What follows belongs to an exercise in optimizing a design on an open flow for small area, a short achievable clock period and few clock cycles per item; a production flow would make more cautious choices.
In this exercise RTL edits were held to simulation tests only and were not proved equivalent to the original. The clock port is modelled as an ideal driver; clocking choices that lean on that would not hold on a real chip.

==> flow/design.v (excerpt) <==
module rgb_to_hsv_converter_top (
  input  logic        clk,
  input  logic        rst,
  input  logic        in_valid,
  output logic        in_stall,
  input  logic [7:0]  red,
  input  logic [7:0]  green,
  input  logic [7:0]  blue,
  output logic        out_valid,
  input  logic        out_stall,
  output logic [14:0] hue,
  output logic [14:0] saturation,
  output logic [14:0] brightness
);
  wire adv = ~out_valid | ~out_stall;
  logic       skid_v;
  logic [7:0] sk_r, sk_g, sk_b;
  assign in_stall = skid_v;
  always_ff @(posedge clk) begin
    if (rst) skid_v <= 1'b0;
    else if (skid_v) skid_v <= ~adv;
    else skid_v <= ~adv & in_valid;
    if (!skid_v) begin sk_r <= red; sk_g <= green; sk_b <= blue; end
  end
  logic       v0;
  logic [7:0] r0, g0, b0;
  always_ff @(posedge clk) begin
    if (rst) v0 <= 1'b0;
    else if (adv) v0 <= skid_v | in_valid;
    if (adv) begin
      r0 <= skid_v ? sk_r : red;
      g0 <= skid_v ? sk_g : green;
      b0 <= skid_v ? sk_b : blue;
    end
  end
  wire [7:0] f1_d, f1_dh, f1_mx, f1_np; wire [2:0] f1_k;
  rhc_front f1 (.r(r0), .g(g0), .b(b0), .d(f1_d), .dh(f1_dh), .mx(f1_mx), .np(f1_np), .k(f1_k));
  logic v1;
  logic [7:0] p1_d;
  logic [0:0] p1_eq;
  logic [7:0] p1_mx;
  logic [7:0] p1_np;
  logic [2:0] p1_k;
  always_ff @(posedge clk) begin
    if (rst) v1 <= 1'b0;
  ...
Size in the first run: roughly 460 flip-flops, roughly 0.028 mm² of cells after synthesis.
Settings: LEC_CHECK=0, ABC_AREA=1, CAP_MARGIN=20, CORE_MARGIN=2, CORE_UTILIZATION=60, SLEW_MARGIN=20; clock period 14.0 ns.
standard.sh (not shown) runs the stock make flow with config.mk's settings and CLKGATE_MAP_FILE= SYNTH_SCRIPT=/design/flow/synth_recipe.tcl, a recipe that flattens the netlist after the stock synthesis.
==> flow/flow/run.sh <==
#!/bin/bash
set -euo pipefail
bash standard.sh SETUP_SLACK_MARGIN=10.0 TNS_END_PERCENT=20 \
  "BUFFER_PORTS_ARGS=-buffer_cell sky130_fd_sc_hd__buf_2" \
  "CTS_ARGS=-sink_clustering_enable -repair_clock_nets -dont_use_dummy_load -buf_list sky130_fd_sc_hd__clkbuf_16 -sink_clustering_size 24 -sink_clustering_max_diameter 100" \
  finish > make_finish.log 2>&1
The first run ran to the end with no violations.
Testbench counts at the start, summed over its fixed seeds: cycles 12,060, items 12,000.
Rerun with:
==> flow/flow/run.sh (replaced) <==
#!/bin/bash
set -euo pipefail
bash standard.sh SETUP_SLACK_MARGIN=10.0 \
  "BUFFER_PORTS_ARGS=-buffer_cell sky130_fd_sc_hd__buf_2" \
  "CTS_ARGS=-sink_clustering_enable -repair_clock_nets -dont_use_dummy_load -buf_list sky130_fd_sc_hd__clkbuf_16 -sink_clustering_size 32 -sink_clustering_max_diameter 120" \
  finish > make_finish.log 2>&1
The changed run finished with timing, DRC and antenna clean.
Design area went down by 0.80%.
Setup slack gains 0.044 ns.
Routed wire length falls by 1.7%.
Critical path depth drops by 1.
Cell count barely changes.
Hold slack gains 0.017 ns.
Rerun with:
==> flow/flow/run.sh (replaced) <==
#!/bin/bash
set -euo pipefail
bash standard.sh SETUP_SLACK_MARGIN=10.15 \
  "BUFFER_PORTS_ARGS=-buffer_cell sky130_fd_sc_hd__buf_2" \
  "CTS_ARGS=-sink_clustering_enable -repair_clock_nets -dont_use_dummy_load -buf_list sky130_fd_sc_hd__clkbuf_16 -sink_clustering_size 24 -sink_clustering_max_diameter 100" \
  finish > make_finish.log 2>&1
After rerunning: Fmax came out higher by 1.2%. Utilization came out higher by 1.1 points. Worst hold slack is worse by 0.042 ns.
Rerun with:
--- a/flow/flow/run.sh
+++ b/flow/flow/run.sh
@@ -2,3 +2,3 @@
 set -euo pipefail
-bash standard.sh SETUP_SLACK_MARGIN=10.15 \
+bash standard.sh SETUP_SLACK_MARGIN=10.0 \
   "BUFFER_PORTS_ARGS=-buffer_cell sky130_fd_sc_hd__buf_2" \
Settings changed: CORE_UTILIZATION 60 to 75.
The changed run finished clean.
Via count grows by about 3.6%.
Die area shrinks by 20%.
Fmax shrinks by 0.48%.
Setup slack is worse by 0.019 ns.
Cell area shrinks by 1.3%.
Rerun with:
==> flow/flow/run.sh (replaced) <==
#!/bin/bash
set -euo pipefail
bash standard.sh SETUP_SLACK_MARGIN=10.0 \
  "BUFFER_PORTS_ARGS=-buffer_cell sky130_fd_sc_hd__buf_2" \
  "CTS_ARGS=-sink_clustering_enable -repair_clock_nets -dont_use_dummy_load -buf_list sky130_fd_sc_hd__clkbuf_16 -sink_clustering_size 30" \
  finish > make_finish.log 2>&1
Settings changed: CORE_UTILIZATION 75 to 60.
Result:
- The changed run completed without violations
- clock skew falls by 0.012 ns
- first-iteration DRC count falls by 26%
- worst setup slack is better by 0.030 ns
Rerun with:
--- a/flow/flow/run.sh
+++ b/flow/flow/run.sh
@@ -2,3 +2,3 @@
 set -euo pipefail
-bash standard.sh SETUP_SLACK_MARGIN=10.0 \
+bash standard.sh SETUP_SLACK_MARGIN=10.2 \
   "BUFFER_PORTS_ARGS=-buffer_cell sky130_fd_sc_hd__buf_2" \
=>
- The changed run passed the timing, DRC and antenna checks
- critical path depth stays the same
- clock-buffer cell count does not change
- register-to-register slack improved by 0.08 ns
- sequential share of layout area falls by 0.81 points
- non-clock buffer count rises by 23
- wire length rises by 2.5%
- clock skew barely changes
- cell area rises by 1.9%

==> port drivers added, routing unchanged <==
No port has a modelled driver above. Below, the same layouts with a new extraction and two added sets of constraints.
Step 1 (the two cells are an assumption about what drives the block):
set clk [get_ports {clk}]
set_driving_cell -lib_cell sky130_fd_sc_hd__clkbuf_16 $clk
set_driving_cell -lib_cell sky130_fd_sc_hd__buf_2 [delete_from_list [all_inputs] $clk]
Step 2 times the ports against the registers' clock, not the clock port: input delays grow and output delays shrink by t, the midpoint of the rising clock arrivals with the driver on.
Slacks: ideal ports / drivers / drivers and shift; pairs: ideal ports / drivers.
run | t, ns | setup slack, ns | cell pins on the clock port's net
the first run | 0.621 | 9.975 / 9.915 / 9.516 | 1
the second run | 0.599 | 10.019 / 9.960 / 9.599 | 1
the third run | 0.624 | 10.067 / 10.009 / 9.698 | 1
the fourth run | 0.615 | 10.048 / 9.991 / 9.621 | 1
the fifth run | 0.636 | 10.079 / 10.017 / 9.572 | 1
the sixth run | 0.637 | 10.076 / 10.016 / 9.704 | 1
After both steps setup and hold are still met in every run listed. The setup slack of the fifth run, which loses most, moves by -0.062 ns with the drivers and by -0.507 ns with both steps.
